Source: an optimization exercise on an open RTL-to-GDS flow (aim: small area). Production flows keep margins and buffers that such runs may drop. Where RTL was checked, it was by simulation tests only, not by an equivalence proof against the original. Power and IR drop assume default switching activity.

==> flow/design.v (excerpt) <==
module teleop_drive_and_gimbal_command_unit
(
    input  logic        i_clk,
    input  logic        i_rst_n,
    input  logic [39:0] s_axis_tdata,
    input  logic        s_axis_tvalid,
    output logic        s_axis_tready,
    output logic [87:0] m_axis_tdata,
    output logic        m_axis_tvalid,
    input  logic        m_axis_tready,
    input  logic        i_cfg_we,
    input  logic [2:0]  i_cfg_idx,
    input  logic [19:0] i_cfg_data
);
Size: ~860 cells after synthesis, roughly 190 flip-flops, about 160 I/O pins.
==> flow/config.mk <==
export PLATFORM = sky130hd
export DESIGN_NAME = teleop_drive_and_gimbal_command_unit
export DESIGN_NICKNAME = teleop_drive_and_gimbal_command_unit
export VERILOG_FILES = /design/flow/design.v
export SDC_FILE = /design/flow/constraint.sdc
export NUM_CORES = 4
export LEC_CHECK = 0
export CAP_MARGIN = 0
export CORE_MARGIN = 2
export CORE_UTILIZATION = 65
export GPL_TIMING_DRIVEN = 0
export PLACE_DENSITY = 0.75
export SLEW_MARGIN = 0
==> flow/constraint.sdc <==
create_clock -name core_clock -period 8.0 [get_ports {i_clk}]
set_input_delay 1.6000 -clock core_clock [delete_from_list [all_inputs] [get_ports {i_clk}]]
set_output_delay 1.6000 -clock core_clock [all_outputs]
set_load 0.01 [all_outputs]
standard.sh (not shown) runs the stock make flow with config.mk's settings and CLKGATE_MAP_FILE= SYNTH_SCRIPT=/design/flow/synth_recipe.tcl, a recipe that flattens the netlist after the stock synthesis.
==> flow/flow/run.sh <==
#!/bin/bash
# Standard ORFS layout (the standard.sh) with these changes:
#  - port buffers use the smallest buffer, sky130_fd_sc_hd__buf_1, instead of the cell
#    buffer_ports picks by default (clkdlybuf4s50_1); every port still gets its buffer;
#  - the buffers abc inserted are removed at floorplan (global placement is not timing
#    driven here, which would otherwise remove them);
#  - clock tree synthesis without dummy loads, with small clock buffers and clusters of
#    at most 20 flip-flops.
set -euo pipefail
export BUFFER_PORTS_ARGS="-buffer_cell sky130_fd_sc_hd__buf_1"
export REMOVE_ABC_BUFFERS=1
export CTS_ARGS="-sink_clustering_enable -repair_clock_nets -dont_use_dummy_load -sink_clustering_size 20 -sink_clustering_max_diameter 60 -buf_list {sky130_fd_sc_hd__clkbuf_4 sky130_fd_sc_hd__clkbuf_8}"
bash standard.sh > standard_flow.log 2>&1
Edit:
==> flow/flow/run.sh (replaced) <==
#!/bin/bash
# Standard ORFS layout (the standard.sh) with two changes:
#  - port buffers use the smallest buffer, sky130_fd_sc_hd__buf_1, instead of the cell
#    buffer_ports picks by default (clkdlybuf4s50_1); every port still gets its buffer;
#  - clock tree synthesis without dummy loads, with small clock buffers and clusters of
#    at most 20 flip-flops.
set -euo pipefail
export BUFFER_PORTS_ARGS="-buffer_cell sky130_fd_sc_hd__buf_1"
export CTS_ARGS="-sink_clustering_enable -repair_clock_nets -dont_use_dummy_load -sink_clustering_size 20 -sink_clustering_max_diameter 60 -buf_list {sky130_fd_sc_hd__clkbuf_4 sky130_fd_sc_hd__clkbuf_8}"
bash standard.sh > standard_flow.log 2>&1
GPL_TIMING_DRIVEN = default   (was 0)
=>
- The new run produced a clean layout
- routed wire length grows by 2.0%
- clock power barely changes
- first-iteration DRC count falls by 6.5%
- worst hold slack is worse by 0.014 ns
- design area came out higher by 0.66%
- non-clock buffer count went up by 17
- power rose by 0.32%

* * *

teleop_drive_and_gimbal_command_unit, a different RTL version from the one above (not shown whole).
Size: roughly 190 flip-flops, roughly 160 I/O pins, roughly 9700 um2 of cells after synthesis.
clock: 8.0 ns
lec_check: 0
cap_margin: 0
core_margin: 2
core_utilization: 72
gpl_timing_driven: 0
place_density: 0.82
slew_margin: 0
==> flow/flow/run.sh <==
#!/bin/bash
# Standard ORFS layout (the standard.sh) with these changes:
#  - port buffers use the smallest buffer, sky130_fd_sc_hd__buf_1, instead of the cell
#    buffer_ports picks by default (clkdlybuf4s50_1); every port still gets its buffer;
#  - the buffers abc inserted are removed at floorplan (global placement is not timing
#    driven here, which would otherwise remove them);
#  - clock tree synthesis without dummy loads, with small clock buffers and clusters of
#    at most 20 flip-flops.
set -euo pipefail
export BUFFER_PORTS_ARGS="-buffer_cell sky130_fd_sc_hd__buf_1"
export REMOVE_ABC_BUFFERS=1
export CTS_ARGS="-sink_clustering_enable -repair_clock_nets -dont_use_dummy_load -sink_clustering_size 20 -sink_clustering_max_diameter 60 -buf_list {sky130_fd_sc_hd__clkbuf_4 sky130_fd_sc_hd__clkbuf_8}"
bash standard.sh > standard_flow.log 2>&1
The first run ran to the end with no violations.
Then changed:
CORE_UTILIZATION = 65   (was 72)
PLACE_DENSITY = 0.75   (was 0.82)
The new run produced a clean layout.
Cell area hardly moves.
Total power is lower by 0.31%.
Final cell count is higher by about 0.65%.
Clock-buffer cell count stays the same.
Worst setup slack is better by 0.14 ns.
Synthesized area does not change.
Sequential power barely changes.

* * *

== harbor ==
teleop_drive_and_gimbal_command_unit, a different RTL version from the one above (not shown whole).
Size in the first run: roughly 890 cells after synthesis, ~200 flip-flops, roughly 160 I/O pins.
clock: 8.0 ns
lec_check: 0
cap_margin: 20
core_margin: 2
core_utilization: 65
place_density: 0.75
slew_margin: 20
==> flow/flow/run.sh <==
#!/bin/bash
# Standard ORFS layout (the standard.sh) with two changes:
#  - port buffers use the smallest buffer, sky130_fd_sc_hd__buf_1, instead of the cell
#    buffer_ports picks by default (clkdlybuf4s50_1); every port still gets its buffer;
#  - clock tree synthesis without dummy loads.
set -euo pipefail
export BUFFER_PORTS_ARGS="-buffer_cell sky130_fd_sc_hd__buf_1"
export CTS_ARGS="-sink_clustering_enable -repair_clock_nets -dont_use_dummy_load -buf_list {sky130_fd_sc_hd__clkbuf_4 sky130_fd_sc_hd__clkbuf_8}"
bash standard.sh > standard_flow.log 2>&1
Relative to harbor, the following input files were edited for sierra:
- changing SLEW_MARGIN from 20 to 0
- changing CAP_MARGIN from 20 to 0
-- flow/flow/run.sh --
<<< harbor, line 6
set -euo pipefail
export BUFFER_PORTS_ARGS="-buffer_cell sky130_fd_sc_hd__buf_1"
export CTS_ARGS="-sink_clustering_enable -repair_clock_nets -dont_use_dummy_load -buf_list {sky130_fd_sc_hd__clkbuf_4 sky130_fd_sc_hd__clkbuf_8}"
bash standard.sh > standard_flow.log 2>&1
>>> sierra, line 6
set -euo pipefail
export BUFFER_PORTS_ARGS="-buffer_cell sky130_fd_sc_hd__buf_1"
export CTS_ARGS="-sink_clustering_enable -repair_clock_nets -dont_use_dummy_load -sink_clustering_size 20 -sink_clustering_max_diameter 60 -buf_list {sky130_fd_sc_hd__clkbuf_4 sky130_fd_sc_hd__clkbuf_8}"
bash standard.sh > standard_flow.log 2>&1
==> results.txt <==
- Between harbor and sierra, the flow reports power after layout decreasing by more than 10%.
- Net switching fraction of the power in sierra vs harbor: up 0.60 points
- [sierra] sequential share of layout area rose 1.3 points relative to harbor
- harbor → sierra: met1 global-route usage shows a reduction of 0.23 points, fmax ~0 delta, post-route cell area down 280 sq um, proportion of cell area occupied by multi-input gates saw an increase.
- sierra vs harbor: total detailed-routing wirelength down in sierra
- Side by side, fraction of area in clock buffers and inverters turned out lower in sierra than in harbor.
- Reg2reg setup slack of sierra is on par with harbor.
No functional check of the RTL was part of any run of this note.

## static timing again, ports no longer ideal
In the flow no input, the clock included, has a driving cell. The finished layouts below were timed again as built, in two steps.
Step 1: set_driving_cell puts a clkbuf_16 on i_clk and a buf_2 on each other input, an assumption about the parent block.
Step 2 also shifts input and output timing later by t, the mid clock arrival at the registers, as if the neighbouring blocks saw the same clock.
a / b / c = no drivers / after step 1 / after step 2; a / b = the first two.
| run | t (ns) | setup slack, ns | worst slew at a driven data input, ns |
|---|---|---|---|
| the first run of note 1 | 0.479 | 0.351 / 0.351 / -0.109 | 0.06 |
| the second run of note 1 | 0.487 | 0.305 / 0.277 / -0.210 | 0.07 |
| the first run of note 2 | 0.495 | 0.181 / 0.181 / 0.181 | 0.05 |
| the second run of note 2 | 0.473 | 0.323 / 0.323 / 0.323 | 0.05 |
| harbor | 0.530 | 0.314 / 0.314 / -0.069 | 0.05 |
| sierra | 0.524 | 0.305 / 0.305 / -0.051 | 0.05 |
Met with ideal ports but missed after step 2: setup timing in the first run of note 1, the second run of note 1, harbor and sierra. The setup slack of the second run of note 1, which loses most, moves by -0.028 ns with the drivers and by -0.515 ns with both steps.
